What follows belongs to an exercise in optimizing a design on an open flow for small area; a production flow would make more cautious choices. Where RTL was checked, it was by simulation tests only, not by an equivalence proof against the original. The RTL of runs 3 to 5 was laid out without a check of its function. No activity file was given, so power comes from the tool's default toggle rates.

==> design/flow/design.v <==
`default_nettype none
package tcpStreamPkg;
	typedef logic [7:0]  byteT;
	typedef logic [31:0] ipAddrT;
	typedef logic [15:0] portT;
	typedef logic [31:0] seqNumT;
	typedef logic [15:0] lenT;
	typedef enum logic [2:0] {
		stIdle,
		stMac,		 
		stEthHi,
		stEthLo,
		stIp,		 
		stTcp,		 
		stPayload
	} parseStateT;
endpackage
`default_nettype wire
`timescale 1ns/1ps
`default_nettype none
import tcpStreamPkg::*;
module frameParser (
	input  wire                  CLOCK,
	input  wire                  rst,
	input  wire                  newPkt,
	input  wire                  dataValid,
	input  wire tcpStreamPkg::byteT   data,
	input  wire tcpStreamPkg::ipAddrT srcIp,
	input  wire tcpStreamPkg::ipAddrT dstIp,
	input  wire tcpStreamPkg::portT   srcPort,
	input  wire tcpStreamPkg::portT   dstPort,
	output logic                 payValid,
	output tcpStreamPkg::byteT   payData,
	output logic                 payFirst,
	output logic                 segValid,	 
	output tcpStreamPkg::seqNumT segSeq,	 
	output logic                 segSyn,
	output tcpStreamPkg::lenT    segLen
);
	tcpStreamPkg::parseStateT state;
	logic [5:0] pos;		 
	logic [3:0] hdrWords;	 
	logic       firstFlag;
	tcpStreamPkg::lenT cnt;
	logic       take;
	logic       hdrEnd;
	logic       wordEnd;
	logic       lenLoad;
	logic       cmpOn;
	tcpStreamPkg::byteT   cmpByte;
	tcpStreamPkg::ipAddrT addrWord;
	tcpStreamPkg::portT   portWord;
	tcpStreamPkg::lenT    cntIn;
	tcpStreamPkg::lenT    cntDec;
	assign take = dataValid && !newPkt;
	assign wordEnd = pos[1:0] == 2'b11;
	assign hdrEnd  = wordEnd && (pos[5:2] == hdrWords - 4'd1);
	assign addrWord = pos[4] ? dstIp : srcIp;
	assign portWord = pos[1] ? dstPort : srcPort;
	always_comb begin
		if (state == stTcp)
			cmpByte = portWord[{~pos[0], 3'b000} +: 8];
		else
			cmpByte = addrWord[{~pos[1:0], 3'b000} +: 8];
	end
	assign cmpOn = (state == stIp && (pos[5:2] == 4'd3 || pos[5:2] == 4'd4)) ||
		(state == stTcp && pos[5:2] == 4'd0);
	assign lenLoad = state == stIp && pos == 6'd3;
	assign cntIn   = lenLoad ? {cnt[15:8], data} : cnt;
	always_comb begin
		if (state == stPayload)
			cntDec = cntIn - 16'd1;
		else
			cntDec = {cntIn[15:2] - 14'd1, cntIn[1:0]};
	end
	always_ff @(posedge CLOCK) begin
		if (rst) begin
			state    <= stIdle;
			payValid <= 1'b0;
			segValid <= 1'b0;
		end else begin
			payValid <= 1'b0;
			segValid <= 1'b0;
			if (newPkt) begin
				state <= stMac;
				pos   <= '0;
			end else if (dataValid) begin
				pos <= pos + 1'b1;
				case (state)
					stMac: begin
						if (pos == 6'd11) begin
							state <= stEthHi;
							pos   <= '0;
						end
					end
					stEthHi: begin
						pos <= '0;
						if (data == 8'h81) begin
							state <= stMac;	 
							pos   <= 6'd9;
						end else if (data == 8'h08)
							state <= stEthLo;
						else
							state <= stIdle;
					end
					stEthLo: begin
						pos   <= '0;
						state <= (data == 8'h00) ? stIp : stIdle;
					end
					stIp: begin
						if (hdrEnd) begin
							state <= stTcp;
							pos   <= '0;
						end
						if (pos == 6'd0 && data[3:0] < 4'd5)
							state <= stIdle;
						if (pos == 6'd9 && data != 8'd6)
							state <= stIdle;
						if (cmpOn && data != cmpByte)
							state <= stIdle;
					end
					stTcp: begin
						if (hdrEnd) begin
							segValid <= 1'b1;
							if (cnt != 16'd4) begin	 
								state     <= stPayload;
								firstFlag <= 1'b1;
							end else
								state <= stIdle;
						end
						if (pos == 6'd12 && data[7:4] < 4'd5)
							state <= stIdle;
						if (cmpOn && data != cmpByte)
							state <= stIdle;
					end
					stPayload: begin
						payValid  <= 1'b1;
						firstFlag <= 1'b0;
						if (cnt == 16'd1) state <= stIdle;
					end
					default: ;
				endcase
			end
		end
	end
	always_ff @(posedge CLOCK) begin
		if (take) begin
			if (state == stIp && pos == 6'd0) hdrWords <= data[3:0];
			if (state == stTcp && pos == 6'd12) hdrWords <= data[7:4];
			if (state == stIp && pos == 6'd2) cnt[15:8] <= data;
			if (((state == stIp || state == stTcp) && wordEnd) || state == stPayload)
				cnt <= cntDec;
			if (state == stTcp && pos[5:2] == 4'd1) segSeq <= {segSeq[23:0], data};	 
			if (state == stTcp && pos == 6'd13) segSyn <= data[1];
		end
		payData  <= data;
		payFirst <= firstFlag;
	end
	assign segLen = cnt;
endmodule
`default_nettype wire
`timescale 1ns/1ps
`default_nettype none
module payloadFifo (
	input  wire                CLOCK,
	input  wire                rst,
	input  wire                payValid,
	input  wire tcpStreamPkg::byteT payData,
	input  wire                payFirst,
	input  wire                outReady,
	output logic               outValid,
	output tcpStreamPkg::byteT outData,
	output logic               outFirst,
	output logic               dropped
);
	logic [63:0][8:0] mem;
	logic [6:0] wrPtr;
	logic [6:0] rdPtr;
	logic sameSlot;
	logic full;
	logic doWrite;
	logic doRead;
	logic [63:0] wrSel;
	logic [63:0] rdSel;
	logic [8:0]  head;
	assign sameSlot = wrPtr[5:0] == rdPtr[5:0];
	assign full     = sameSlot && (wrPtr[6] != rdPtr[6]);
	assign outValid = !(sameSlot && (wrPtr[6] == rdPtr[6]));
	assign doWrite  = payValid && !full;
	assign doRead   = outValid && outReady;
	always_comb begin
		for (int i = 0; i < 64; i++) begin
			wrSel[i] = wrPtr[5:0] == 6'(i);
			rdSel[i] = rdPtr[5:0] == 6'(i);
		end
	end
	always_comb begin
		head = '0;
		for (int i = 0; i < 64; i++)
			head = head | ({9{rdSel[i]}} & mem[i]);
	end
	assign {outFirst, outData} = head;
	always_ff @(posedge CLOCK) begin
		for (int i = 0; i < 64; i++)
			if (doWrite && wrSel[i])
				mem[i] <= {payFirst, payData};
	end
	always_ff @(posedge CLOCK) begin
		if (rst) begin
			wrPtr   <= '0;
			rdPtr   <= '0;
			dropped <= 1'b0;
		end else begin
			if (doWrite) wrPtr <= wrPtr + 1'b1;
			if (doRead)  rdPtr <= rdPtr + 1'b1;
			if (payValid && full)
				dropped <= 1'b1;
		end
	end
endmodule
`default_nettype wire
`timescale 1ns/1ps
`default_nettype none
module seqTracker (
	input  wire                 CLOCK,
	input  wire                 rst,
	input  wire                 segValid,
	input  wire tcpStreamPkg::seqNumT segSeq,
	input  wire                 segSyn,
	input  wire tcpStreamPkg::lenT    segLen,
	output logic                gapped
);
	tcpStreamPkg::seqNumT expSeq;		 
	logic   synSeen;
	always_ff @(posedge CLOCK) begin
		if (segValid)
			expSeq <= segSeq + (segSyn ? 32'd1 : {16'd0, segLen});
	end
	always_ff @(posedge CLOCK) begin
		if (rst) begin
			synSeen <= 1'b0;
			gapped  <= 1'b0;
		end else if (segValid) begin
			if (segSyn) begin
				synSeen <= 1'b1;
				gapped  <= 1'b0;
			end else begin
				gapped <= synSeen && (segSeq != expSeq);
			end
		end
	end
endmodule
`default_nettype wire
`timescale 1ns/1ps
`default_nettype none
module tcpStream #(
	parameter int fifoDepth = 64
) (
	input  wire                  CLOCK,
	input  wire                  rst,
	input  wire                  newPkt,
	input  wire                  dataValid,
	input  wire tcpStreamPkg::byteT   data,
	input  wire tcpStreamPkg::ipAddrT srcIp,
	input  wire tcpStreamPkg::portT   srcPort,
	input  wire tcpStreamPkg::ipAddrT dstIp,
	input  wire tcpStreamPkg::portT   dstPort,
	input  wire                  outReady,
	output logic                 outValid,
	output tcpStreamPkg::byteT   outData,
	output logic                 outFirst,
	output logic                 dropped,
	output logic                 gapped
);
	logic   payValid;
	tcpStreamPkg::byteT   payData;
	logic   payFirst;
	logic   segValid;
	tcpStreamPkg::seqNumT segSeq;
	logic   segSyn;
	tcpStreamPkg::lenT    segLen;
	frameParser frameParser_i (
		.CLOCK(CLOCK), .rst(rst),
		.newPkt(newPkt), .dataValid(dataValid), .data(data),
		.srcIp(srcIp), .dstIp(dstIp), .srcPort(srcPort), .dstPort(dstPort),
		.payValid(payValid), .payData(payData), .payFirst(payFirst),
		.segValid(segValid), .segSeq(segSeq), .segSyn(segSyn), .segLen(segLen)
	);
	payloadFifo payloadFifo_i (
		.CLOCK(CLOCK), .rst(rst),
		.payValid(payValid), .payData(payData), .payFirst(payFirst),
		.outReady(outReady), .outValid(outValid), .outData(outData),
		.outFirst(outFirst), .dropped(dropped)
	);
	seqTracker seqTracker_i (
		.CLOCK(CLOCK), .rst(rst),
		.segValid(segValid), .segSeq(segSeq), .segSyn(segSyn), .segLen(segLen),
		.gapped(gapped)
	);
endmodule
`default_nettype wire
==> design/flow/run.sh <==
#!/bin/bash
# synth_recipe.tcl (not shown) runs the flow's synth.tcl, then flattens the netlist and writes it again
# the make line also repeats each setting of config.mk as NAME=value (left out here)
make -C /OpenROAD-flow-scripts/flow DESIGN_CONFIG=/design/flow/config.mk WORK_HOME=/design/flow/orfs CLKGATE_MAP_FILE= SYNTH_SCRIPT=/design/flow/synth_recipe.tcl finish
==> design/flow/config.mk <==
export PLATFORM = sky130hd
export DESIGN_NAME = tcpStream
export DESIGN_NICKNAME = tcpStream
export VERILOG_FILES = /design/flow/design.v
export SDC_FILE = /design/flow/constraint.sdc
export NUM_CORES = 4
export LEC_CHECK = 0
export CAP_MARGIN = 20
export CORE_MARGIN = 2
export CORE_UTILIZATION = 40
export PLACE_DENSITY = 0.6
export SLEW_MARGIN = 20
==> design/flow/constraint.sdc <==
create_clock -name core_clock -period 6.0 [get_ports {CLOCK}]
set_input_delay 1.2000 -clock core_clock [delete_from_list [all_inputs] [get_ports {CLOCK}]]
set_output_delay 1.2000 -clock core_clock [all_outputs]
set_load 0.01 [all_outputs]
==> flow_summary.toml, run 1 <==
[placement]
io_buffers = 120
gp_congestion = 1.04
pre_cts_ws_ns = 0.758
dp.cells = 2942
dp_hpwl_microns = 68900

[clocking]
cts_buffers = 71
clkSinkCount = 699
cts_root_buf = "clkbuf_16"
clock_latency_ns = 0.65
hold_buffers = 0
cts_resized = 0
cts_tree = "done"
cts.clk_slew.worst_paths_ns = 0.07
htreeDepth = 3
cts_buffer_depth = 3
postCtsSetupBuffers = 0

[power]
p_leak_nw = 11.2
intPower_mw = 7.99
clock_power_share_pct = 44.5
ir_worst_vdd_mv = 0.184
p_comb_share_pct = 2.6
total_power_mw = 10.1
p_switching_mw = 2.10
p_per_area_nw_per_um2 = 296
p_seq_share_pct = 52.9
p_sw_share_pct = 20.8

[floorplanning]
die_w_microns = 271
initial_core_util_pct = 40.2
ioPinCount = 121
die_area_sq_um = 73700
core_area_sq_um = 71100
rows = 98
die_height_microns = 271

[synth]
ys_seq_area_share_pct = 72.3
ys_async_sr_fraction_pct = 0
avgSynthCellArea_sq_um = 15.7
ys.flop_type = "edfxtp_1"
syn_inst = 1822
synth.distinct_cells = 74
syn-cell-area_sq_um = 28600
synth-seq-cells = 699
syn-num-nets = 1963
ys_warn_count = 3
synth_edf_count = 668

[route]
post_drt_via_cell_ratio = 6.33
finalWirelength_microns = 104000
avgRoutedWirePerCell_microns = 33.8
detail-route-antenna-nets = 0
drc = 0
drt_iter0_drc = 3329
vias = 19400
first_pass_iters = 7

[timing]
rsz0062_at_grt = "false"
worstMarginPinSlew_ns = 1.23
slew_headroom_pct = 17.9
setup_viol = 1
tns_ns = -0.0761
fin_ws_ns = -0.0761
slew_viol_final = 0
layout_worst_path_cycle_share_pct = 101
max_freq_ghz = 0.165
clock_skew_ns = 0.0517
hold_viol_final = 0
layout_min_cycle_time_ns = 6.08

[layout]
area_growth_pct = 19.0
fillers = 6114
drive_above_1_share_pct = 14.7
final_cells = 3067
fin_nets = 2208
multi_input_area_sq_um = 7780
utilization_pct = 47.9
register_area_sq_um = 20700

[grt]
antenna_found_initial = 3
grt_max_degree = 65
grt_pass1_wl_microns = 143000
grt_pass1_vias = 18600
grt_usage_pct = 27.8
overflow = 0

[job]
maxCapViolCount = 0

[critical_path]
cp-end-kind = "output pin"
critPathMaxFanout = 11
cp-start-kind = "flop"
critPathKind = "flop to output pin"
critPathArrivalTime_ns = 4.88
r2r_slack_ns = 2.15
worstPathRequired_ns = 4.80

[outcome]
status = "failed layout checks"
check.faults = "negative setup slack"

[worst_hold_path]
hold_path.class = "flop to flop"
[worst max-delay path, stage by stage (launching register included)]
cell and delay [ns]:
dfxtp_1 0.46, nand2b_1 0.51, nor2_1 0.43, a22o_1 0.35, a221oi_1 0.83, nand4_1 0.42, or4_1 0.69, clkdlybuf4s50_1 0.53
[per-stage QoR]
stage                     hold slack [ns]  instance area [sq um]
final                               0.354                  34100
after detailed placement            0.338                  31700
after CTS                           0.364                  34000
after global routing                0.365                  34100
after global placement              0.326                  31600
after floorplan                     0.323                  28600
[flip-flops by register name (all words and copies together), names as in the netlist]
name                     flops
frameParser_i.payFirst       1
payloadFifo_i.dropped        1
frameParser_i.state          3
payloadFifo_i.mem          576
frameParser_i.payData        8
frameParser_i.segSyn         1
seqTracker_i.gapped          1
frameParser_i.segSeq        32
frameParser_i.firstFlag      1
frameParser_i.pos            6
frameParser_i.segValid       1
seqTracker_i.expSeq         32
frameParser_i.hdrWords       4
frameParser_i.cnt           16
payloadFifo_i.rdPtr          7
frameParser_i.payValid       1
payloadFifo_i.wrPtr          7
seqTracker_i.synSeen         1
[area by class of cell]
| cell class | instances | share of cell area, % |
|---|---|---|
| multi-input cells | 1050 | 22.8 |
| well taps | 950 | 3.49 |
| clock inverters | 44 | 1.57 |
| clock buffers | 78 | 5.29 |
| flip-flops and latches | 699 | 60.8 |
| diodes | 1 | 0.00735 |
| inverters | 23 | 0.254 |
| repair buffers | 222 | 5.80 |
[cell usage after synthesis, types with 24 or more instances]
master	instances	area share [%]
nand4_1	49	1.1
dfxtp_1	31	2.2
xnor2_1	39	1.2
xor2_1	81	2.5
nor2_1	201	2.6
clkbuf_1	27	0.35
mux2i_1	41	1.4
a22o_1	145	4.4
nand2_1	70	0.92
ha_1	31	1.4
a221oi_1	145	4.4
edfxtp_1	668	70
a21oi_1	24	0.42
[routing by layer]
metal | routed length, microns | vias up | global-route usage [%]
li1 | - | 7844 | -
met1 | 38700 | 9663 | 36.9
met2 | 44800 | 1606 | 41.2
met3 | 14400 | 295 | 8.83
met4 | 5700 | 8 | 13.5
met5 | 150 | - | 1.03
[power by group through the flow]
stage,logic (mW),registers [mW],clock network [mW]
2_1_floorplan,0.110,5.46,0
3_3_place_gp,0.260,5.45,0
3_5_place_dp,0.265,5.45,0
4_1_cts,0.265,5.34,4.51
5_1_grt,0.283,5.34,4.71
6_report,0.265,5.34,4.49
[final timing paths]
check / start / depth (start not counted) / endpoint
worst max register to register: frameParser_i.segSyn / 11 / seqTracker_i.expSeq[31]
worst min register to register: frameParser_i.firstFlag / 0 / frameParser_i.payFirst
worst max-delay path: payloadFifo_i.rdPtr[4] / 7 / outData[7]
worst min-delay path: frameParser_i.firstFlag / 0 / frameParser_i.payFirst
[cell usage in the layout, fill, tap and decap left out, types with 13 or more instances in the layout]
| master | Yosys | final |
|---|---|---|
| a22o_1 | 145 | 145 |
| a21oi_1 | 24 | 24 |
| nor4_1 | 13 | 13 |
| xor2_1 | 81 | 81 |
| clkbuf_16 | 0 | 71 |
| edfxtp_1 | 668 | 668 |
| nor3_1 | 16 | 16 |
| mux2i_1 | 41 | 41 |
| inv_1 | 23 | 23 |
| nand4_1 | 49 | 49 |
| nand3_1 | 16 | 16 |
| ha_1 | 31 | 31 |
| nor2b_1 | 23 | 23 |
| nor2_1 | 201 | 142 |
| o21ai_0 | 19 | 19 |
| nor2_2 | 0 | 54 |
| dfxtp_1 | 31 | 22 |
| nand2_1 | 70 | 70 |
| clkdlybuf4s50_1 | 0 | 120 |
| a221oi_1 | 145 | 145 |
| xnor2_1 | 39 | 39 |
| buf_4 | 4 | 101 |
[cells by family (layout without fill, tap and decap cells)]
group	after synthesis	in the layout	synth area share (%)
DFF	699	699	72.3
and+or+nand+nor	448	448	7.64
AOI/OAI and AO/OA	392	392	11.3
xor gates and xnor gates	120	120	3.67
buffers and inverters	73	367	1.14
muxes	58	58	2.55
adders and majority gates	32	32	1.43
other	0	1	0
==> run 2, diff against run 1 <==
--- a/design/flow/config.mk
+++ b/design/flow/config.mk
@@ -8,5 +8,6 @@
 export CAP_MARGIN = 20
 export CORE_MARGIN = 2
 export CORE_UTILIZATION = 40
+export CTS_BUF_LIST = sky130_fd_sc_hd__clkbuf_4
 export PLACE_DENSITY = 0.6
 export SLEW_MARGIN = 20
==> run 2 against run 1 <==
Compared with the run above:
- the run now finishes clean
- cell count rose by 5.8%
- combinational power barely moved
- first-iteration DRC count rose by 4.4%
- core utilization fell by 0.22 points
- largest power group unchanged
==> flow_summary.toml, run 2 <==
[grt]
grt_usage_pct = 28.3
antenna_found_initial = 5
grt_max_degree = 65
grt_pass1_wl_microns = 145000
grt_pass1_vias = 19400
overflow = 0

[synth]
syn-cell-area_sq_um = 28600
syn-num-nets = 1963
synth_top_cell_by_area = "edfxtp_1"
synth_top_family_by_area = "compound AO/OA/AOI/OAI gates"
yosys-top-cells-count = "edfxtp_1 (668), nor2_1 (201), a221oi_1 (145), a22o_1 (145), xor2_1 (81)"
ys_warn_count = 3
ys.flop_type = "edfxtp_1"
avgSynthCellArea_sq_um = 15.7
muxShareOfSynthArea_pct = 2.55
yosysMostFrequentCell = "edfxtp_1"
synthAdderAreaFrac_pct = 1.43
ys_seq_area_share_pct = 72.3
syn_inst = 1822
synth.distinct_cells = 74
synth_edf_count = 668
synth_compound_area_share_pct = 11.3
synth-seq-cells = 699
synth_xor_area_share_pct = 3.67
synth_top_area_share_pct = 70.1
synth_area_leaders = "edfxtp_1 (70%), a221oi_1 (4.4%), a22o_1 (4.4%), nor2_1 (2.6%), xor2_1 (2.5%)"
ys_async_sr_fraction_pct = 0
yosys.area_share.simple_pct = 7.64

[layout]
largest-register = "payloadFifo_i.mem"
largest_reg_flops = 576
area_growth_pct = 18.5
fin_nets = 2306
mostFrequentLayoutCells = "edfxtp_1 (668), clkbuf_4 (240), a22o_1 (145)"
final_common_cell = "edfxtp_1"
largest_registers = "payloadFifo_i.mem x576, frameParser_i.segSeq x32, seqTracker_i.expSeq x32"
drive_above_1_share_pct = 20.8
design_area_sq_um = 33900
fillers = 6244

[clocking]
clock_latency_ns = 1.09
cts_tree = "done"
cts_buffer_depth = 3
postCtsSetupBuffers = 0
clkSinkCount = 699
htreeDepth = 4
hold_buffers = 0
cts_root_buf = "clkbuf_4"
cts_buffers = 169
cts.clk_slew.worst_paths_ns = 0.07

[critical_path]
cp-start-kind = "flop"
r2r_start = "frameParser_i.segSyn"
critPathKind = "flop to output pin"
worstPathRequired_ns = 4.80
critPathArrivalTime_ns = 4.77
startpoint = "payloadFifo_i.rdPtr[2]"
critPathMaxFanout = 11
cpMaxStageDelayCell = "a221oi_1"
crit_chain = "nor2b_1 > nand2_1 > nor2_1 > buf_4 > a22o_1 > a221oi_1 > nand4_1 > or4_1 > clkdlybuf4s50_1"
max_stage_delay_ns = 0.74
cp-end-kind = "output pin"

[placement]
io_buffers = 120
gp_congestion = 1.04
dpl_cell_area_sq_um = 31700
dp_hpwl_microns = 68900
pre_cts_ws_ns = 0.758

[route]
post_drt_via_cell_ratio = 6.19
detail-route-antenna-nets = 0
first_pass_iters = 8
vias = 20100
avgRoutedWirePerCell_microns = 32.4
drc = 0
finalWirelength_microns = 105000
drt_iter0_drc = 3475

[power]
total_power_mw = 9.53
ir_worst_vdd_mv = 0.131
p_leak_nw = 11.3
p_per_area_nw_per_um2 = 281

[floorplanning]
ioPinCount = 121
die_height_microns = 271
die_w_microns = 271
initial_core_util_pct = 40.2
core_area_sq_um = 71100
die_area_sq_um = 73700
rows = 98

[worst_hold_path]
hp-start = "frameParser_i.firstFlag"
hold_path.class = "flop to flop"

[job]
maxCapViolCount = 0

[timing]
tns_ns = 0
fin_ws_ns = 0.0312
hold_viol_final = 0
slew_headroom_pct = 16.8
layout_min_cycle_time_ns = 5.97
setup_viol = 0
worstMarginPinSlew_ns = 1.25
clock_skew_ns = 0.103
rsz0062_at_grt = "false"
slew_viol_final = 0
layout_worst_path_cycle_share_pct = 99.5
max_freq_ghz = 0.168

[outcome]
status = "timing/DRC/antenna clean"
[run 2: report_power, final]
| group | switching, mW | internal [mW] |
|---|---|---|
| sequential | 0.0118 | 5.33 |
| combinational | 0.145 | 0.121 |
| clock | 1.97 | 1.95 |
| total | 2.13 | 7.40 |
[run 2: cell families after synthesis]
| family | after synthesis |
|---|---|
| muxes | 58 |
| AOI/OAI and AO/OA | 392 |
| buffers and inverters | 73 |
| DFF | 699 |
| adders and majority gates | 32 |
| and+or+nand+nor | 448 |
| xor gates and xnor gates | 120 |
[run 2: metal layers]
| metal | global-route usage, % | vias to the layer above | wire length [microns] | part of all wire (%) |
|---|---|---|---|---|
| met5 | 0 | - | 56 | 0.053 |
| met4 | 14.3 | 6 | 5580 | 5.3 |
| met3 | 11.5 | 333 | 15900 | 15 |
| met2 | 41.2 | 1720 | 45400 | 43 |
| met1 | 36.4 | 9870 | 38100 | 36 |
| li1 | - | 8155 | - | - |
[run 2: critical path, delay by kind of cell, from the launching register on]
family / cells / cell delay [ns]
compound gates: 2 / 1.00
simple gates: 5 / 1.34
buf+inv: 2 / 0.80
flops: 1 / 0.59
[run 2: final timing paths]
path	endpoint	depth (start not counted)	slack, ns
max	outData[4]	9	0.03
min	frameParser_i.payFirst	0	0.36
max reg2reg	seqTracker_i.expSeq[31]	11	2.14
min reg2reg	frameParser_i.payFirst	0	0.36
[run 2: per-stage QoR]
step | util, % | instances | hold slack, ns
detailed placement | 44.6 | 2942 | 0.338
global route | 47.7 | 3243 | 0.361
global placement | 44.5 | 2941 | 0.326
floorplan | - | 1822 | 0.323
CTS | 47.6 | 3240 | 0.361
finish | 47.7 | 3244 | 0.360
[run 2: final cells by class]
type | instances | area, sq um | area share (%)
Clock inverter | 58 | 340 | 1.00
Inverter | 23 | 86.3 | 0.255
Multi-Input combinational cell | 1050 | 7810 | 23.0
Sequential cell | 699 | 20700 | 61.0
Clock buffer | 240 | 1800 | 5.32
Timing Repair Buffer | 222 | 1970 | 5.82
Antenna cell | 2 | 5.00 | 0.0148
Tap cell | 950 | 1190 | 3.51
[run 2: timing repair]
action | in CTS | in global routing
setup endpoints to repair | 2 | 3
cloned | 0 | 0
resized for setup | 3 | 4
pin swaps | 0 | 1
==> run 3, diff against run 2 <==
--- a/design/flow/design.v
+++ b/design/flow/design.v
@@ -35,7 +35,9 @@
 	output logic                 segValid,	 
 	output tcpStreamPkg::seqNumT segSeq,	 
 	output logic                 segSyn,
-	output tcpStreamPkg::lenT    segLen
+	output tcpStreamPkg::lenT    segLen,
+	output logic                 segMiss,	 
+	input  wire tcpStreamPkg::seqNumT expSeq
 );
 	tcpStreamPkg::parseStateT state;
 	logic [5:0] pos;		 
@@ -50,6 +52,7 @@
 	tcpStreamPkg::byteT   cmpByte;
 	tcpStreamPkg::ipAddrT addrWord;
 	tcpStreamPkg::portT   portWord;
+	logic       cmpNe;
 	tcpStreamPkg::lenT    cntIn;
 	tcpStreamPkg::lenT    cntDec;
 	assign take = dataValid && !newPkt;
@@ -58,13 +61,16 @@
 	assign addrWord = pos[4] ? dstIp : srcIp;
 	assign portWord = pos[1] ? dstPort : srcPort;
 	always_comb begin
-		if (state == stTcp)
+		if (state == stTcp && pos[2])
+			cmpByte = expSeq[{~pos[1:0], 3'b000} +: 8];
+		else if (state == stTcp)
 			cmpByte = portWord[{~pos[0], 3'b000} +: 8];
 		else
 			cmpByte = addrWord[{~pos[1:0], 3'b000} +: 8];
 	end
 	assign cmpOn = (state == stIp && (pos[5:2] == 4'd3 || pos[5:2] == 4'd4)) ||
 		(state == stTcp && pos[5:2] == 4'd0);
+	assign cmpNe = data != cmpByte;
 	assign lenLoad = state == stIp && pos == 6'd3;
 	assign cntIn   = lenLoad ? {cnt[15:8], data} : cnt;
 	always_comb begin
@@ -116,7 +122,7 @@
 							state <= stIdle;
 						if (pos == 6'd9 && data != 8'd6)
 							state <= stIdle;
-						if (cmpOn && data != cmpByte)
+						if (cmpOn && cmpNe)
 							state <= stIdle;
 					end
 					stTcp: begin
@@ -130,7 +136,7 @@
 						end
 						if (pos == 6'd12 && data[7:4] < 4'd5)
 							state <= stIdle;
-						if (cmpOn && data != cmpByte)
+						if (cmpOn && cmpNe)
 							state <= stIdle;
 					end
 					stPayload: begin
@@ -150,7 +156,10 @@
 			if (state == stIp && pos == 6'd2) cnt[15:8] <= data;
 			if (((state == stIp || state == stTcp) && wordEnd) || state == stPayload)
 				cnt <= cntDec;
-			if (state == stTcp && pos[5:2] == 4'd1) segSeq <= {segSeq[23:0], data};	 
+			if (state == stTcp && pos[5:2] == 4'd1) begin	 
+				segSeq  <= {segSeq[23:0], data};
+				segMiss <= (segMiss && pos[1:0] != 2'd0) || cmpNe;
+			end
 			if (state == stTcp && pos == 6'd13) segSyn <= data[1];
 		end
 		payData  <= data;
@@ -228,9 +237,10 @@
 	input  wire tcpStreamPkg::seqNumT segSeq,
 	input  wire                 segSyn,
 	input  wire tcpStreamPkg::lenT    segLen,
+	input  wire                 segMiss,	 
+	output tcpStreamPkg::seqNumT expSeq,	 
 	output logic                gapped
 );
-	tcpStreamPkg::seqNumT expSeq;		 
 	logic   synSeen;
 	always_ff @(posedge CLOCK) begin
 		if (segValid)
@@ -245,7 +255,7 @@
 				synSeen <= 1'b1;
 				gapped  <= 1'b0;
 			end else begin
-				gapped <= synSeen && (segSeq != expSeq);
+				gapped <= synSeen && segMiss;
 			end
 		end
 	end
@@ -279,12 +289,15 @@
 	tcpStreamPkg::seqNumT segSeq;
 	logic   segSyn;
 	tcpStreamPkg::lenT    segLen;
+	logic   segMiss;
+	tcpStreamPkg::seqNumT expSeq;
 	frameParser frameParser_i (
 		.CLOCK(CLOCK), .rst(rst),
 		.newPkt(newPkt), .dataValid(dataValid), .data(data),
 		.srcIp(srcIp), .dstIp(dstIp), .srcPort(srcPort), .dstPort(dstPort),
 		.payValid(payValid), .payData(payData), .payFirst(payFirst),
-		.segValid(segValid), .segSeq(segSeq), .segSyn(segSyn), .segLen(segLen)
+		.segValid(segValid), .segSeq(segSeq), .segSyn(segSyn), .segLen(segLen),
+		.segMiss(segMiss), .expSeq(expSeq)
 	);
 	payloadFifo payloadFifo_i (
 		.CLOCK(CLOCK), .rst(rst),
@@ -295,7 +308,7 @@
 	seqTracker seqTracker_i (
 		.CLOCK(CLOCK), .rst(rst),
 		.segValid(segValid), .segSeq(segSeq), .segSyn(segSyn), .segLen(segLen),
-		.gapped(gapped)
+		.segMiss(segMiss), .expSeq(expSeq), .gapped(gapped)
 	);
 endmodule
 `default_nettype wire
==> design/flow/flow/run.sh (new file) <==
#!/bin/bash
set -o pipefail
export BUFFER_PORTS_ARGS="-buffer_cell sky130_fd_sc_hd__buf_1"
bash standard.sh > standard.log 2>&1
==> design/flow/standard.sh (new file) <==
#!/bin/bash
# synth_recipe.tcl (not shown) runs the flow's synth.tcl, then flattens the netlist and writes it again
# the make line also repeats each setting of config.mk as NAME=value (left out here)
make -C /OpenROAD-flow-scripts/flow DESIGN_CONFIG=/design/flow/config.mk WORK_HOME=/design/flow/orfs CLKGATE_MAP_FILE= SYNTH_SCRIPT=/design/flow/synth_recipe.tcl "${@:-finish}"
removed: design/flow/run.sh
==> run 3 against run 2 <==
Compared with the run above:
- largest power group unchanged
- synthesized cell count is 0.71% higher
- clock-buffer cell count is 18 higher
- sequential power hardly changed
- routed wire length is 3.8% higher
- global-route usage is 0.88 points higher
- via count is 3.1% higher
- cell count is 0.89% higher
- critical path depth is 1 higher
- critical path type unchanged
- total power is 2.7% higher
- flip-flop and latch count is 1 higher
- register-to-register slack worse by 0.11 ns
==> flow_summary.toml, run 3 <==
[synth]
synth_edf_count = 669
synth.distinct_cells = 82
ys_async_sr_fraction_pct = 0
syn_inst = 1835
ys_warn_count = 3
synth_top_family_by_area = "compound AO/OA/AOI/OAI gates"
synth_top_area_share_pct = 69.5
synth_compound_area_share_pct = 11.7
synth_area_leaders = "edfxtp_1 (69%), a22o_1 (4.1%), a221oi_1 (4.0%), nor2_1 (2.7%), dfxtp_1 (2.1%)"
synthAdderAreaFrac_pct = 1.41
ys.flop_type = "edfxtp_1"
syn-cell-area_sq_um = 28900
yosys.area_share.simple_pct = 8.00
yosysMostFrequentCell = "edfxtp_1"
synth_top_cell_by_area = "edfxtp_1"
yosys-top-cells-count = "edfxtp_1 (669), nor2_1 (210), a22o_1 (135)"
synth_xor_area_share_pct = 2.21
avgSynthCellArea_sq_um = 15.8
syn-num-nets = 1976
synth-seq-cells = 700
ys_seq_area_share_pct = 71.6
muxShareOfSynthArea_pct = 3.89

[power]
ir_worst_vdd_mv = 0.128
p_per_area_nw_per_um2 = 291
p_leak_nw = 11.0

[placement]
gp_congestion = 1.10
dp_hpwl_microns = 72100
io_buffers = 120
dp.cells = 2947

[layout]
largest_registers = "payloadFifo_i.mem x576, frameParser_i.segSeq x32, seqTracker_i.expSeq x32"
largest-register = "payloadFifo_i.mem"
drive_above_1_share_pct = 21.8
mostFrequentLayoutCells = "edfxtp_1 (669), clkbuf_4 (259), nor2_1 (153)"
area_growth_pct = 16.2
largest_reg_flops = 576
final_common_cell = "edfxtp_1"
final_cells = 3273
fin_nets = 2318

[critical_path]
worstPathRequired_ns = 4.80
critPathKind = "flop to output pin"
r2r_slack_ns = 2.03
critPathArrivalTime_ns = 4.71
startpoint = "payloadFifo_i.rdPtr[0]"
cp-start-kind = "flop"
critPathMaxFanout = 7
r2r_start = "frameParser_i.pos[0]"
cp-end-kind = "output pin"

[floorplanning]
rows = 98
ioPinCount = 121
core_area_sq_um = 71500
die_w_microns = 273
initial_core_util_pct = 40.4
die_area_sq_um = 74400
die_height_microns = 273

[clocking]
cts_root_buf = "clkbuf_4"
cts_buffers = 177
htreeDepth = 4
cts_buffer_depth = 3
cts_resized = 0
cts_tree = "done"
clkSinkCount = 700
clock_latency_ns = 1.08
postCtsSetupBuffers = 0
cts.clk_slew.worst_paths_ns = 0.07
hold_buffers = 0

[worst_hold_path]
hp-start = "frameParser_i.firstFlag"
hold_path.class = "flop to flop"

[route]
first_pass_iters = 6
detail-route-antenna-nets = 0
finalWirelength_microns = 109000
vias = 20700
wl_met3_microns = 16400
drt_iter0_drc = 3410
post_drt_via_cell_ratio = 6.33
wl_met1_microns = 40200
top_layer_used = "met5"
avgRoutedWirePerCell_microns = 33.3
drc = 0
met2_length_microns = 45900

[outcome]
status = "timing/DRC/antenna clean"

[grt]
grt_pass1_vias = 19800
grt_max_degree = 65
antenna_found_initial = 14
grt_usage_pct = 29.1
overflow = 0
grt_pass1_wl_microns = 150000

[timing]
tns_ns = 0
rsz0062_at_grt = "false"
slew_viol_final = 0
clock_skew_ns = 0.0888
layout_min_cycle_time_ns = 5.91
hold_viol_final = 0
setup_viol = 0
worstMarginPinSlew_ns = 1.32
max_freq_ghz = 0.169
layout_worst_path_cycle_share_pct = 98.4
slew_headroom_pct = 12.0

[job]
maxCapViolCount = 0
[run 3: cell types whose count changed in the layout (fill, tap and decap cells not counted), sizes merged, moves of 10 or more]
cell,previous run,this run
mux2i,43,28
mux2,5,16
a221oi,146,133
xor2,81,27
nand3,16,41
clkbuf,240,259
nor4,14,4
a22o,145,135
buf,102,220
a22oi,8,26
clkdlybuf4s50,120,0
mux4,10,26
[run 3: cell families after synthesis]
kind of cell | count (synthesis)
mux | 70
compound gates | 410
fa+ha+maj | 32
buf+inv | 79
xor+xnor | 73
flops | 700
simple gates | 471
[run 3: critical path, cell delays in order, from the launching register on]
cell and delay, ns:
dfxtp_1 0.48, inv_1 0.11, ha_1 0.26, nand2_1 0.21
nor2_2 0.14, buf_4 0.28, a22o_1 0.26, a221oi_1 0.97
nand4_1 0.15, or4_1 0.63, buf_1 0.17
[run 3: worst paths after layout]
check,endpoint,cells after the start
setup / recovery,outData[0],10
hold / removal,frameParser_i.payFirst,0
setup reg to reg,frameParser_i.state[0],9
hold reg to reg,frameParser_i.payFirst,0
[run 3: routing by layer]
layer	vias up	global-route usage [%]
li1	8341	-
met4	22	15.7
met1	10300	37.4
met5	-	0
met2	1723	41.3
met3	371	12.9
[run 3: layout make-up]
type | instances | area (sq um)
timing repair buffer | 221 | 1230
antenna | 6 | 15.0
clock inverter | 61 | 387
fill | 6222 | 37900
multi-input combinational | 1056 | 8030
sequential | 700 | 20700
tap | 950 | 1190
clock buffer | 258 | 1940
inverter | 21 | 78.8
[run 3: stage by stage]
| step | hold slack, ns | util [%] | total power, mW | cell area (sq um) | setup WS, ns |
|---|---|---|---|---|---|
| 3_5_place_dp | 0.339 | 43.7 | 5.71 | 31200 | 1.29 |
| 6_report | 0.337 | 47.0 | 9.78 | 33600 | 0.0933 |
| 3_3_place_gp | 0.339 | 43.5 | 5.70 | 31100 | 1.23 |
| 2_1_floorplan | 0.323 | - | 5.60 | 28900 | 0.445 |
| 4_1_cts | 0.341 | 46.9 | 9.80 | 33500 | 0.166 |
| 5_1_grt | 0.342 | 47.0 | 10.1 | 33600 | 0.0302 |
[run 3: power by group]
part / internal (mW) / total, mW / leakage [nW] / switching (mW)
clock network: 2.13 / 4.18 / 1.39 / 2.05
logic: 0.0907 / 0.250 / 3.39 / 0.160
registers: 5.34 / 5.35 / 6.25 / 0.0173
total: 7.56 / 9.78 / 11.0 / 2.23
==> run 4, diff against run 3 <==
==> design/flow/flow/run.sh (replaced) <==
#!/bin/bash
set -o pipefail
export BUFFER_PORTS_ARGS="-buffer_cell sky130_fd_sc_hd__buf_1"
export CTS_ARGS="-sink_clustering_enable -repair_clock_nets -dont_use_dummy_load -root_buf sky130_fd_sc_hd__clkbuf_16 -buf_list sky130_fd_sc_hd__clkbuf_4"
bash standard.sh > standard.log 2>&1
==> run 4 against run 3 <==
Compared with the run above:
- still clean
- final area down 2.9%
- combinational power hardly changed
- flip-flop and latch count stayed put
- die area unchanged
- clock skew is 0.053 ns higher
- non-clock buffer count is 1 higher
- first-iteration DRC count up 2.2%
- largest power group unchanged
==> flow_summary.toml, run 4 <==
[timing]
hold_viol_final = 0
rsz0062_at_grt = "false"
max_freq_ghz = 0.173
layout_worst_path_cycle_share_pct = 96.1
worstMarginPinSlew_ns = 1.36
tns_ns = 0
clock_skew_ns = 0.142
slew_headroom_pct = 9.20
layout_min_cycle_time_ns = 5.77
whs_ns = 0.343
setup_viol = 0
fin_ws_ns = 0.232
slew_viol_final = 0

[placement]
pre_cts_ws_ns = 1.29
dp_hpwl_microns = 72100
gp_congestion = 1.10
dp.cells = 2947
io_buffers = 120
dpl_cell_area_sq_um = 31200

[floorplanning]
ioPinCount = 121
core_area_sq_um = 71500
initial_core_util_pct = 40.4
rows = 98
die_area_sq_um = 74400
die_w_microns = 273
die_height_microns = 273

[route]
avgRoutedWirePerCell_microns = 34.6
wl_met1_microns = 40100
vias = 20500
detail-route-antenna-nets = 0
top_layer_used = "met5"
met2_length_microns = 46100
wl_met3_microns = 16400
post_drt_via_cell_ratio = 6.54
drt_iter0_drc = 3485
drc = 0
first_pass_iters = 8
finalWirelength_microns = 108000

[critical_path]
max_stage_delay_ns = 1.04
cpMaxStageDelayCell = "a221oi_1"
cp_top_family = "simple AND/OR/NAND/NOR gates"
crit_chain = "nand2_1 > nor2_1 > buf_4 > a22o_1 > a221oi_1 > nand4_1 > or4_1 > buf_1"
critPathKind = "flop to output pin"
cp-end-kind = "output pin"
critPathMaxFanout = 16
critPathArrivalTime_ns = 4.57
crit_buf_inv = 2
worstPathRequired_ns = 4.80
cp-start-kind = "flop"
r2r_slack_ns = 1.97

[outcome]
status = "timing/DRC/antenna clean"

[grt]
antenna_found_initial = 10
grt_max_degree = 65
grt_pass1_vias = 19500
overflow = 0
grt_pass1_wl_microns = 149000
grt_usage_pct = 29.0

[clocking]
cts_root_buf = "clkbuf_16"
clkSinkCount = 700
postCtsSetupBuffers = 0
cts_buffers = 177
cts_resized = 0
hold_buffers = 0
cts.clk_slew.worst_paths_ns = 0.06
cts_tree = "done"
clock_latency_ns = 0.78
cts_buffer_depth = 3
htreeDepth = 4

[layout]
multi_input_area_sq_um = 8010
final_cells = 3130
largest_registers = "payloadFifo_i.mem x576, frameParser_i.segSeq x32, seqTracker_i.expSeq x32"
register_area_sq_um = 20700
drive_above_1_share_pct = 18.2
mostFrequentLayoutCells = "edfxtp_1 (669), clkbuf_4 (177), nor2_1 (153)"
design_area_sq_um = 32600
largest_reg_flops = 576
fin_nets = 2319
final_common_cell = "edfxtp_1"
fillers = 6273
area_growth_pct = 12.8
largest-register = "payloadFifo_i.mem"

[synth]
syn_inst = 1835
synth_top_area_share_pct = 69.5
ys_warn_count = 3
synth.distinct_cells = 82
synth-seq-cells = 700
synth_area_leaders = "edfxtp_1 (69%), a22o_1 (4.1%), a221oi_1 (4.0%), nor2_1 (2.7%), dfxtp_1 (2.1%)"
syn-cell-area_sq_um = 28900
avgSynthCellArea_sq_um = 15.8
yosysMostFrequentCell = "edfxtp_1"
ys.flop_type = "edfxtp_1"
synth_edf_count = 669
ys_seq_area_share_pct = 71.6
yosys-top-cells-count = "edfxtp_1 (669), nor2_1 (210), a22o_1 (135)"
ys_async_sr_fraction_pct = 0
synth_top_cell_by_area = "edfxtp_1"
syn-num-nets = 1976

[job]
maxCapViolCount = 0

[power]
p_leak_nw = 10.5
ir_worst_vdd_mv = 0.149
p_per_area_nw_per_um2 = 267

[worst_hold_path]
hold_path.class = "flop to flop"
==> run 4: cell counts after synthesis <==
No cell type changed its count.
==> run 4: metal layers <==
layer | vias up | global-route usage (%)
li1 | 8193 | -
met1 | 10100 | 37.7
met2 | 1795 | 41.3
met3 | 338 | 12.5
met4 | 12 | 14.8
met5 | - | 0.385
==> run 4: cells by family after synthesis <==
kind of cell | synth area share (%)
xor+xnor | 2.21
flops | 71.6
buf+inv | 1.20
mux | 3.89
simple gates | 8.00
compound gates | 11.7
fa+ha+maj | 1.41
==> run 4: through the flow <==
stage	util, %	power, mW
6_report	45.6	8.69
3_5_place_dp	43.7	5.71
2_1_floorplan	-	5.60
5_1_grt	45.6	8.94
3_3_place_gp	43.5	5.70
4_1_cts	45.6	8.71
==> run 4: power by group <==
group	total [mW]	internal, mW	switching, mW
registers	5.36	5.34	0.0172
clock network	3.09	1.36	1.73
logic	0.250	0.0907	0.159
total	8.69	6.79	1.91
==> run 4: final cells by class <==
class | instances | area share (%)
diodes | 4 | 0.0307
multi-input cells | 1056 | 24.6
clock buffers | 177 | 4.13
repair buffers | 222 | 3.83
well taps | 950 | 3.65
inverters | 21 | 0.242
flip-flops and latches | 700 | 63.6
==> run 4: worst reg2reg max path: cells and delay by family, from the launching register on <==
family                 cells  cell delay, ns
AO/OA/AOI/OAI              5            1.53
flip-flops                 1            0.79
AND/OR/NAND/NOR            2            0.72
buffers and inverters      1            0.45
multiplexers               1            0.42
==> run 4: path summary, 6_finish.rpt <==
check	start	endpoint	depth (start not counted)
worst max-delay path	payloadFifo_i.rdPtr[4]	outData[0]	8
worst min-delay path	frameParser_i.firstFlag	frameParser_i.payFirst	0
worst max register to register	frameParser_i.pos[0]	frameParser_i.state[0]	9
worst min register to register	frameParser_i.firstFlag	frameParser_i.payFirst	0
==> run 5, diff against run 4 <==
--- a/design/flow/config.mk
+++ b/design/flow/config.mk
@@ -7,7 +7,7 @@
 export LEC_CHECK = 0
 export CAP_MARGIN = 20
 export CORE_MARGIN = 2
-export CORE_UTILIZATION = 40
+export CORE_UTILIZATION = 55
 export CTS_BUF_LIST = sky130_fd_sc_hd__clkbuf_4
-export PLACE_DENSITY = 0.6
+export PLACE_DENSITY = 0.7
 export SLEW_MARGIN = 20
==> run 5 against run 4 <==
Compared with the run above:
- fmax up 2.3%
- sequential share of layout area up 0.80 points
- worst hold slack better by 0.00062 ns
- sequential power about the same
- critical path type unchanged
- largest cell class unchanged
==> flow_summary.toml, run 5 <==
[timing]
rsz0062_at_grt = "false"
hold_viol_final = 0
clock_skew_ns = 0.0785
layout_min_cycle_time_ns = 5.64
layout_worst_path_cycle_share_pct = 94.0
setup_viol = 0
slew_headroom_pct = 14.9
worstMarginPinSlew_ns = 1.27
max_freq_ghz = 0.177
slew_viol_final = 0
tns_ns = 0

[synth]
avgSynthCellArea_sq_um = 15.8
ys.flop_type = "edfxtp_1"
synth_top_cell_by_area = "edfxtp_1"
synth_edf_count = 669
ys_seq_area_share_pct = 71.6
yosysMostFrequentCell = "edfxtp_1"
synth-seq-cells = 700
ys_warn_count = 3
syn-num-nets = 1976
synth.distinct_cells = 82
synth_area_leaders = "edfxtp_1 (69%), a22o_1 (4.1%), a221oi_1 (4.0%), nor2_1 (2.7%), dfxtp_1 (2.1%)"
ys_async_sr_fraction_pct = 0
syn-cell-area_sq_um = 28900
synth_top_area_share_pct = 69.5
syn_inst = 1835
yosys-top-cells-count = "edfxtp_1 (669), nor2_1 (210), a22o_1 (135)"

[layout]
final_common_cell = "edfxtp_1"
largest-register = "payloadFifo_i.mem"
fin_nets = 2312
mostFrequentLayoutCells = "edfxtp_1 (669), clkbuf_4 (173), nor2_1 (154)"
drive_above_1_share_pct = 17.8
largest_registers = "payloadFifo_i.mem x576, frameParser_i.segSeq x32, seqTracker_i.expSeq x32"
area_growth_pct = 11.4
largest_reg_flops = 576
fillers = 3964

[critical_path]
r2r_start = "frameParser_i.pos[0]"
critPathKind = "flop to output pin"
r2r_slack_ns = 2.12
r2r_cells = 11
cp-end-kind = "output pin"
critPathMaxFanout = 13
startpoint = "payloadFifo_i.rdPtr[5]"
crit_chain = "nand2b_1 > nor2_1 > a22o_1 > a221oi_1 > nand4_1 > or4_1 > buf_1"
cp.depth = 7
crit_buf_inv = 1
cp_top_family = "simple AND/OR/NAND/NOR gates"
cp-start-kind = "flop"
worstPathRequired_ns = 4.80
cpMaxStageDelayCell = "a221oi_1"
critPathArrivalTime_ns = 4.44
max_stage_delay_ns = 0.92

[route]
avgRoutedWirePerCell_microns = 36.0
vias = 20500
first_pass_iters = 8
drt_iter0_drc = 3661
finalWirelength_microns = 103000
drc = 0
detail-route-antenna-nets = 0
post_drt_via_cell_ratio = 7.17

[clocking]
hold_buffers = 0
postCtsSetupBuffers = 0
cts_resized = 0
cts.clk_slew.worst_paths_ns = 0.06
clock_latency_ns = 0.72
htreeDepth = 4
cts_buffers = 174
cts_buffer_depth = 3
cts_tree = "done"
cts_root_buf = "clkbuf_16"
clkSinkCount = 700

[placement]
gp_congestion = 1.02
io_buffers = 120
dp_hpwl_microns = 68600

[outcome]
status = "timing/DRC/antenna clean"

[grt]
grt_pass1_vias = 19400
overflow = 0
grt_max_degree = 65
grt_pass1_wl_microns = 142000
antenna_found_initial = 4
grt_usage_pct = 38.4

[floorplanning]
die_height_microns = 233
initial_core_util_pct = 55.3
die_area_sq_um = 54400
ioPinCount = 121
core_area_sq_um = 52200
rows = 84
die_w_microns = 233

[power]
p_per_area_nw_per_um2 = 268
p_comb_share_pct = 2.8
p_switching_mw = 1.88
p_seq_share_pct = 62.0
intPower_mw = 6.77
p_sw_share_pct = 21.7
clock_power_share_pct = 35.2
p_leak_nw = 10.4
total_power_mw = 8.64
ir_worst_vdd_mv = 0.218

[worst_hold_path]
holdPathStages = 0
hp-start = "frameParser_i.firstFlag"
hold_path.class = "flop to flop"

[job]
maxCapViolCount = 0
## run 5: cell types whose count changed in the layout (fill, tap and decap cells not counted), sizes merged
cell    change
clkbuf      -4
diode       -2
buf         -3
## run 5: cells by family after synthesis
| group | synth area share, % |
|---|---|
| fa+ha+maj | 1.41 |
| simple gates | 8.00 |
| compound gates | 11.7 |
| xor+xnor | 2.21 |
| flops | 71.6 |
| mux | 3.89 |
| buf+inv | 1.20 |
## run 5: final timing paths
path | end
max | outData[1]
min | frameParser_i.payFirst
max reg2reg | frameParser_i.cnt[14]
min reg2reg | frameParser_i.payFirst
## run 5: worst register-to-register path, cell delays in order, from the launching register on
cell	delay, ns
edfxtp_1	0.99
buf_4	0.36
ha_1	0.40
nand3_4	0.32
mux2i_1	0.31
ha_1	0.23
o21ai_0	0.14
nand3b_1	0.22
nor2_1	0.30
nand2_1	0.11
xor2_1	0.15
o21ai_1	0.07
## run 5: per-stage QoR
| step | instance area, sq um | util [%] | hold WS [ns] | instances | setup slack (ns) |
|---|---|---|---|---|---|
| after floorplan | 28900 | - | 0.323 | 1835 | 0.445 |
| after global placement | 30800 | 58.9 | 0.326 | 2680 | 1.31 |
| after detailed placement | 30900 | 59.1 | 0.327 | 2683 | 1.36 |
| after CTS | 32200 | 61.6 | 0.362 | 2857 | 0.578 |
| after global routing | 32200 | 61.6 | 0.361 | 2859 | 0.374 |
| final | 32200 | 61.6 | 0.344 | 2859 | 0.362 |
## run 5: power groups by stage
stage | combinational [mW] | sequential [mW] | clock [mW]
4_1_cts | 0.238 | 5.36 | 3.04
6_report | 0.239 | 5.36 | 3.04
3_3_place_gp | 0.232 | 5.46 | 0
5_1_grt | 0.256 | 5.36 | 3.28
2_1_floorplan | 0.130 | 5.47 | 0
3_5_place_dp | 0.238 | 5.46 | 0
## run 5: cell type report
cell class	instances	area (sq um)	area share [%]
clock buffer	174	1320	4.11
timing repair buffer	218	1200	3.72
multi-input combinational	1056	8010	24.9
antenna	2	5.00	0.0155
sequential	700	20700	64.4
tap	688	861	2.67
inverter	21	78.8	0.245
## run 5: metal layers
metal / track usage, % / up-vias / wire length, microns / part of all wire (%)
met5: 1.38 / - / 119 / 0.12
met4: 20.5 / 8 / 6050 / 5.9
met3: 17.3 / 405 / 18300 / 18
met2: 51.9 / 2013 / 41800 / 41
met1: 51.7 / 9895 / 36600 / 36
li1: - / 8166 / - / -
==> run 6, diff against run 5 <==
--- a/design/flow/design.v
+++ b/design/flow/design.v
@@ -50,26 +50,37 @@
 	logic       lenLoad;
 	logic       cmpOn;
 	tcpStreamPkg::byteT   cmpByte;
-	tcpStreamPkg::ipAddrT addrWord;
-	tcpStreamPkg::portT   portWord;
 	logic       cmpNe;
 	tcpStreamPkg::lenT    cntIn;
 	tcpStreamPkg::lenT    cntDec;
 	assign take = dataValid && !newPkt;
 	assign wordEnd = pos[1:0] == 2'b11;
 	assign hdrEnd  = wordEnd && (pos[5:2] == hdrWords - 4'd1);
-	assign addrWord = pos[4] ? dstIp : srcIp;
-	assign portWord = pos[1] ? dstPort : srcPort;
-	always_comb begin
-		if (state == stTcp && pos[2])
-			cmpByte = expSeq[{~pos[1:0], 3'b000} +: 8];
-		else if (state == stTcp)
-			cmpByte = portWord[{~pos[0], 3'b000} +: 8];
-		else
-			cmpByte = addrWord[{~pos[1:0], 3'b000} +: 8];
-	end
 	assign cmpOn = (state == stIp && (pos[5:2] == 4'd3 || pos[5:2] == 4'd4)) ||
 		(state == stTcp && pos[5:2] == 4'd0);
+	logic [3:0]       grpSel;
+	logic [3:0]       byteSel;
+	logic [3:0][31:0] cmpWords;
+	tcpStreamPkg::byteT cmpInner [4];
+	assign grpSel[0] = state == stIp && pos[5:2] == 4'd3;
+	assign grpSel[1] = state == stIp && pos[5:2] == 4'd4;
+	assign grpSel[2] = state == stTcp && pos[5:2] == 4'd0;
+	assign grpSel[3] = state == stTcp && pos[5:2] == 4'd1;
+	assign cmpWords[0] = srcIp;
+	assign cmpWords[1] = dstIp;
+	assign cmpWords[2] = {srcPort, dstPort};
+	assign cmpWords[3] = expSeq;
+	always_comb begin
+		for (int b = 0; b < 4; b++)
+			byteSel[b] = pos[1:0] == 2'(b);
+		cmpByte = '0;
+		for (int g = 0; g < 4; g++) begin
+			cmpInner[g] = '0;
+			for (int b = 0; b < 4; b++)
+				cmpInner[g] = cmpInner[g] | ({8{byteSel[b]}} & cmpWords[g][8*(3-b) +: 8]);
+			cmpByte = cmpByte | ({8{grpSel[g]}} & cmpInner[g]);
+		end
+	end
 	assign cmpNe = data != cmpByte;
 	assign lenLoad = state == stIp && pos == 6'd3;
 	assign cntIn   = lenLoad ? {cnt[15:8], data} : cnt;
@@ -190,7 +201,6 @@
 	logic doWrite;
 	logic doRead;
 	logic [63:0] wrSel;
-	logic [63:0] rdSel;
 	logic [8:0]  head;
 	assign sameSlot = wrPtr[5:0] == rdPtr[5:0];
 	assign full     = sameSlot && (wrPtr[6] != rdPtr[6]);
@@ -200,13 +210,23 @@
 	always_comb begin
 		for (int i = 0; i < 64; i++) begin
 			wrSel[i] = wrPtr[5:0] == 6'(i);
-			rdSel[i] = rdPtr[5:0] == 6'(i);
 		end
 	end
+	logic [7:0] hiSel, loSel;
+	logic [7:0][8:0] grp;
 	always_comb begin
+		for (int i = 0; i < 8; i++) begin
+			hiSel[i] = rdPtr[5:3] == 3'(i);
+			loSel[i] = rdPtr[2:0] == 3'(i);
+		end
+		for (int g = 0; g < 8; g++) begin
+			grp[g] = '0;
+			for (int j = 0; j < 8; j++)
+				grp[g] = grp[g] | ({9{loSel[j]}} & mem[8*g+j]);
+		end
 		head = '0;
-		for (int i = 0; i < 64; i++)
-			head = head | ({9{rdSel[i]}} & mem[i]);
+		for (int g = 0; g < 8; g++)
+			head = head | ({9{hiSel[g]}} & grp[g]);
 	end
 	assign {outFirst, outData} = head;
 	always_ff @(posedge CLOCK) begin
==> design/flow/flow/run.sh (replaced) <==
#!/bin/bash
set -o pipefail
export BUFFER_PORTS_ARGS="-buffer_cell sky130_fd_sc_hd__buf_1"
export CTS_ARGS="-sink_clustering_enable -repair_clock_nets -dont_use_dummy_load -root_buf sky130_fd_sc_hd__clkbuf_16 -buf_list sky130_fd_sc_hd__clkbuf_4 -sink_clustering_size 10 -sink_clustering_max_diameter 40"
bash standard.sh > standard.log 2>&1
--- a/design/flow/config.mk
+++ b/design/flow/config.mk
@@ -8,6 +8,5 @@
 export CAP_MARGIN = 20
 export CORE_MARGIN = 2
 export CORE_UTILIZATION = 55
-export CTS_BUF_LIST = sky130_fd_sc_hd__clkbuf_4
 export PLACE_DENSITY = 0.7
 export SLEW_MARGIN = 20
==> run 6 against run 5 <==
Compared with the run above:
- total power rose by 4.9%
- non-clock buffer count fell by 67
- highest routed layer is now met4
- combinational power rose to 5.2 times the previous value
- clock power fell by 19%
- die area fell by 0.62%
- critical path type unchanged
- synthesized area fell by 0.62%
- global-route usage fell by 11 points
- final area fell by 4.8%
- still clean
- register-to-register slack got worse by 0.11 ns
- cell count fell by 5.9%
- flip-flop and latch count did not move
- sequential power barely moved
==> flow_summary.toml, run 6 <==
[outcome]
status = "timing/DRC/antenna clean"

[critical_path]
crit_buf_inv = 3
cp.depth = 10
worstReg2RegEnd = "frameParser_i.state[0]"
critPathArrivalTime_ns = 3.96
crit_chain = "inv_1 > ha_4 > buf_4 > a222oi_1 > nand2_1 > a222oi_1 > o22ai_1 > nor4_1 > o21ai_0 > buf_1"
cp-start-kind = "flop"
r2r_cells = 11
critPathKind = "flop to output pin"
crit_top_cell = "a222oi_1"
cp-end-kind = "output pin"
cp_top_family = "compound AO/OA/AOI/OAI gates"
critPathMaxFanout = 60
startpoint = "payloadFifo_i.rdPtr[1]"
r2r_slack_ns = 2.01
cp-endpoint = "outData[0]"
worstPathRequired_ns = 4.80
max_stage_delay_ns = 0.45
r2r_start = "frameParser_i.pos[0]"
cpMaxStageDelayCell = "dfxtp_1"

[layout]
area_growth_pct = 6.67
largest_registers = "payloadFifo_i.mem x576, frameParser_i.segSeq x32, seqTracker_i.expSeq x32"
final_cells = 2690
fin_nets = 2155
final_common_cell = "edfxtp_1"
antenna-diode-count = 0
largest_reg_flops = 576
drive_above_1_share_pct = 8.51
largest-register = "payloadFifo_i.mem"
mostFrequentLayoutCells = "edfxtp_1 (669), a222oi_1 (158), nor2_1 (133)"

[synth]
synth.distinct_cells = 72
syn-num-nets = 2050
yosys-top-cells-count = "edfxtp_1 (669), a222oi_1 (158), nor2_1 (135)"
ys_warn_count = 4
synth_top_area_share_pct = 69.9
yosysMostFrequentCell = "edfxtp_1"
ys_async_sr_fraction_pct = 0
synth_area_leaders = "edfxtp_1 (70%), a222oi_1 (5.5%), dfxtp_1 (2.2%), nor2_1 (1.8%), a22oi_1 (1.5%)"
ys_seq_area_share_pct = 72.1
avgSynthCellArea_sq_um = 15.1
synth_top_cell_by_area = "edfxtp_1"
ys.flop_type = "edfxtp_1"
synth-seq-cells = 700
syn-cell-area_sq_um = 28700
synth_edf_count = 669
syn_inst = 1907

[route]
post_drt_via_cell_ratio = 6.83
drt_iter0_drc = 3073
first_pass_iters = 9
detail-route-antenna-nets = 0
vias = 18400
drc = 0
finalWirelength_microns = 74300
avgRoutedWirePerCell_microns = 27.6

[grt]
grt_pass1_wl_microns = 111000
grt_usage_pct = 27.7
grt_max_degree = 70
overflow = 0
grt_pass1_vias = 17700
antenna_found_initial = 0

[timing]
slew_viol_final = 0
setup_viol = 0
rsz0062_at_grt = "false"
tns_ns = 0
slew_headroom_pct = 21.1
worstMarginPinSlew_ns = 1.18
layout_min_cycle_time_ns = 5.16
layout_worst_path_cycle_share_pct = 86.0
max_freq_ghz = 0.194
clock_skew_ns = 0.0675
hold_viol_final = 0

[worst_hold_path]
hold_path.class = "flop to flop"

[clocking]
cts.clk_slew.worst_paths_ns = 0.09
postCtsSetupBuffers = 0
clkSinkCount = 700
cts_resized = 0
cts_buffer_depth = 3
cts_buffers = 95
cts_tree = "done"
cts_root_buf = "clkbuf_16"
clock_latency_ns = 0.59
hold_buffers = 0
htreeDepth = 3

[placement]
io_buffers = 120
dp.cells = 2594
dp_hpwl_microns = 46300
gp_congestion = 0.909

[floorplanning]
initial_core_util_pct = 55.8
core_area_sq_um = 51500
die_w_microns = 233
die_area_sq_um = 54100
die_height_microns = 233
rows = 83
ioPinCount = 121

[power]
p_per_area_nw_per_um2 = 296
ir_worst_vdd_mv = 0.168
p_leak_nw = 9.58

[job]
maxCapViolCount = 0
==> run 6: layout make-up <==
cell class,instances,area (sq um)
fill,4009,20900
tap,680,851
sequential,700,20700
inverter,29,109
timing repair buffer,151,696
clock buffer,95,871
multi-input combinational,1035,7390
==> run 6: kinds of logic (layout without fill, tap and decap cells) <==
kind of cell,count (synthesis),after routing,share of synthesized area (%)
flops,700,700,72.1
compound gates,512,512,14.2
simple gates,392,392,6.73
buf+inv,172,275,2.40
xor+xnor,76,76,2.32
fa+ha+maj,34,34,1.51
mux,21,21,0.753
==> run 6: power by group <==
| group | total (mW) | switching [mW] | internal, mW |
|---|---|---|---|
| Sequential | 5.37 | 0.0373 | 5.33 |
| Combinational | 1.25 | 0.827 | 0.425 |
| Clock | 2.45 | 1.51 | 0.935 |
| Total | 9.07 | 2.37 | 6.70 |
==> run 6: worst min-delay path by stage <==
stage / startpoint / end / slack, ns / cells after the start
after floorplan: frameParser_i.firstFlag / frameParser_i.payFirst / 0.32 / 0
after global placement: frameParser_i.firstFlag / frameParser_i.payFirst / 0.33 / 0
after detailed placement: frameParser_i.firstFlag / frameParser_i.payFirst / 0.33 / 0
after CTS: frameParser_i.firstFlag / frameParser_i.payFirst / 0.35 / 0
after global routing: frameParser_i.firstFlag / frameParser_i.payFirst / 0.36 / 0
final: frameParser_i.firstFlag / frameParser_i.payFirst / 0.35 / 0
==> run 6: layer usage <==
metal  global-route usage (%)  vias to the layer above  wire (microns)  share of wire (%)
li1                         -                     7959               -                  -
met1                     39.7                     9066           29200                 39
met2                     42.9                     1214           34700                 47
met3                     6.12                      141            8620                 12
met4                     7.86                        0            1880                2.5
met5                        0                        -               0                  0
==> run 6: worst register-to-register path, stage by stage (launching register included) <==
cell      delay, ns
edfxtp_1       0.46
inv_1          0.12
ha_1           0.65
buf_4          0.36
a22oi_1        0.18
a211oi_1       0.64
nor4_1         0.25
xor2_1         0.20
nand4_1        0.22
o31a_1         0.40
o41ai_1        0.27
a31oi_1        0.09
==> run 6: per-stage QoR <==
step | power (mW) | setup WS (ns) | instance area, sq um | utilization [%] | hold slack (ns)
2_1_floorplan | 6.23 | 1.73 | 28700 | - | 0.323
3_3_place_gp | 6.69 | 1.56 | 29800 | 57.8 | 0.329
3_5_place_dp | 6.71 | 1.51 | 29800 | 57.8 | 0.329
4_1_cts | 9.08 | 0.849 | 30600 | 59.5 | 0.347
5_1_grt | 9.36 | 0.578 | 30600 | 59.5 | 0.355
6_report | 9.07 | 0.840 | 30600 | 59.5 | 0.353
==> run 7, diff against run 6 <==
==> design/flow/flow/run.sh (replaced) <==
#!/bin/bash
set -o pipefail
export BUFFER_PORTS_ARGS="-buffer_cell sky130_fd_sc_hd__buf_1"
export CTS_ARGS="-sink_clustering_enable -repair_clock_nets -dont_use_dummy_load -root_buf sky130_fd_sc_hd__clkbuf_16 -buf_list sky130_fd_sc_hd__clkbuf_8 -sink_clustering_size 16 -sink_clustering_max_diameter 50"
bash standard.sh > standard.log 2>&1
==> run 7 against run 6 <==
Compared with the run above:
- die area is the same
- register-to-register slack improved by 0.09 ns
- first-iteration DRC count is 1.3% higher
- worst setup slack improved by 0.0081 ns
- via count fell by 0.35%
- fmax increased by 0.16%
- cell count fell by 1.1%
- still clean on timing, DRC and antenna
- sequential share of layout area decreased by 0.32 points
- largest power group unchanged
- clock skew down 0.0050 ns
- total power is 1.9% higher
- synthesized area stayed put
==> flow_summary.toml, run 7 <==
[synth]
syn_inst = 1907
syn-num-nets = 2050
ys_warn_count = 4
synth_top_cell_by_area = "edfxtp_1"
yosysMostFrequentCell = "edfxtp_1"
synth-seq-cells = 700
ys_async_sr_fraction_pct = 0
synth_edf_count = 669
synth.distinct_cells = 72
avgSynthCellArea_sq_um = 15.1
synth_top_area_share_pct = 69.9
ys_seq_area_share_pct = 72.1
yosys-top-cells-count = "edfxtp_1 (669), a222oi_1 (158), nor2_1 (135)"
syn-cell-area_sq_um = 28700
synth_area_leaders = "edfxtp_1 (70%), a222oi_1 (5.5%), dfxtp_1 (2.2%), nor2_1 (1.8%), a22oi_1 (1.5%)"
ys.flop_type = "edfxtp_1"

[route]
drt_iter0_drc = 3112
finalWirelength_microns = 74000
drc = 0
detail-route-antenna-nets = 0
post_drt_via_cell_ratio = 6.88
vias = 18300
first_pass_iters = 10
avgRoutedWirePerCell_microns = 27.8

[floorplanning]
core_area_sq_um = 51500
ioPinCount = 121
die_height_microns = 233
die_area_sq_um = 54100
die_w_microns = 233
initial_core_util_pct = 55.8
rows = 83

[critical_path]
crit_top_cell = "a222oi_1"
cp-end-kind = "output pin"
startpoint = "payloadFifo_i.rdPtr[1]"
critPathArrivalTime_ns = 3.95
cp_top_family = "compound AO/OA/AOI/OAI gates"
cp-start-kind = "flop"
r2r_slack_ns = 2.10
crit_buf_inv = 3
worstPathRequired_ns = 4.80
r2r_cells = 11
critPathKind = "flop to output pin"
r2r_start = "frameParser_i.pos[0]"
worstReg2RegEnd = "frameParser_i.state[0]"
cpMaxStageDelayCell = "dfxtp_1"
max_stage_delay_ns = 0.44
critPathMaxFanout = 60
crit_chain = "inv_1 > ha_4 > buf_4 > a222oi_1 > nand2_1 > a222oi_1 > o22ai_1 > nor4_1 > o21ai_0 > buf_1"

[timing]
hold_viol_final = 0
rsz0062_at_grt = "false"
slew_headroom_pct = 20.4
whs_ns = 0.344
clock_skew_ns = 0.0625
setup_viol = 0
tns_ns = 0
worstMarginPinSlew_ns = 1.16
slew_viol_final = 0
max_freq_ghz = 0.194
layout_worst_path_cycle_share_pct = 85.9
layout_min_cycle_time_ns = 5.15

[clocking]
cts_tree = "done"
cts.clk_slew.worst_paths_ns = 0.07
cts_buffer_depth = 3
htreeDepth = 3
cts_resized = 0
clkSinkCount = 700
postCtsSetupBuffers = 0
hold_buffers = 0
cts_root_buf = "clkbuf_16"
clock_latency_ns = 0.60
cts_buffers = 66

[layout]
final_common_cell = "edfxtp_1"
fin_nets = 2126
antenna-diode-count = 0
mostFrequentLayoutCells = "edfxtp_1 (669), a222oi_1 (158), nor2_1 (133)"
largest-register = "payloadFifo_i.mem"
area_growth_pct = 7.19
largest_reg_flops = 576
final_cells = 2661
largest_registers = "payloadFifo_i.mem x576, frameParser_i.segSeq x32, seqTracker_i.expSeq x32"
drive_above_1_share_pct = 7.17

[outcome]
status = "timing/DRC/antenna clean"

[power]
p_sw_share_pct = 25.5
p_comb_share_pct = 13.6
p_leak_nw = 9.59
ir_worst_vdd_mv = 0.188
p_seq_share_pct = 58.2
p_switching_mw = 2.36
clock_power_share_pct = 28.3
intPower_mw = 6.88
p_per_area_nw_per_um2 = 300

[worst_hold_path]
whs_endpoint = "frameParser_i.payFirst"
holdPathStages = 0
hold_path.class = "flop to flop"
hp-start = "frameParser_i.firstFlag"

[grt]
overflow = 0
grt_max_degree = 70
grt_pass1_vias = 17500
grt_usage_pct = 27.6
grt_pass1_wl_microns = 110000
antenna_found_initial = 0

[placement]
gp_congestion = 0.909
dp.cells = 2594
dp_hpwl_microns = 46300
io_buffers = 120

[job]
maxCapViolCount = 0
## run 7: cell type report
cell class,instances,area (sq um)
flip-flops and latches,700,20700
fillers,3979,20700
multi-input cells,1035,7400
clock buffers,66,1010
well taps,680,851
repair buffers,151,696
inverters,29,109
## run 7: cell families after synthesis
kind of cell / after synthesis / share of synthesized area (%)
AO/OA/AOI/OAI: 512 / 14.2
multiplexers: 21 / 0.753
AND/OR/NAND/NOR: 392 / 6.73
buffers and inverters: 172 / 2.40
XOR/XNOR: 76 / 2.32
flip-flops: 700 / 72.1
adder cells (fa/ha/maj): 34 / 1.51
## run 7: how the worst max path moves through the flow
| stage | end | cells past startpoint |
|---|---|---|
| floorplan | outData[4] | 15 |
| global placement | outFirst | 9 |
| detailed placement | outData[0] | 10 |
| CTS | outData[0] | 10 |
| global route | outData[0] | 10 |
| finish | outData[0] | 10 |
## run 7: power by group through the flow
| stage | Combinational (mW) | Sequential [mW] | Clock, mW |
|---|---|---|---|
| 4_1_cts | 1.23 | 5.37 | 2.64 |
| 3_3_place_gp | 1.21 | 5.48 | 0 |
| 2_1_floorplan | 0.752 | 5.48 | 0 |
| 3_5_place_dp | 1.23 | 5.48 | 0 |
| 6_report | 1.25 | 5.37 | 2.61 |
| 5_1_grt | 1.32 | 5.38 | 2.82 |
## run 7: per-stage QoR
step / worst slack, ns / util, % / power [mW] / cell area (sq um)
final: 0.848 / 59.8 / 9.24 / 30800
after global placement: 1.56 / 57.8 / 6.69 / 29800
after floorplan: 1.73 / - / 6.23 / 28700
after CTS: 0.888 / 59.7 / 9.25 / 30800
after detailed placement: 1.51 / 57.8 / 6.71 / 29800
after global routing: 0.605 / 59.8 / 9.52 / 30800
## run 7: routing by layer
metal / wire length, microns / part of all wire, % / vias up / global-route usage [%]
li1: - / - / 7869 / -
met1: 29200 / 39 / 9097 / 39.8
met2: 34600 / 47 / 1199 / 42.9
met3: 8280 / 11 / 151 / 5.09
met4: 1960 / 2.6 / 0 / 8.58
met5: 0 / 0 / - / 0

Re-timed with assumed drivers on the ports (clkbuf_16 on the clock, buf_2 on other inputs), run 7 has 0.791 ns of setup slack against 0.848 ns with ideal ports, and 1.409 ns once port delays also move by the mid clock arrival of 0.618 ns.
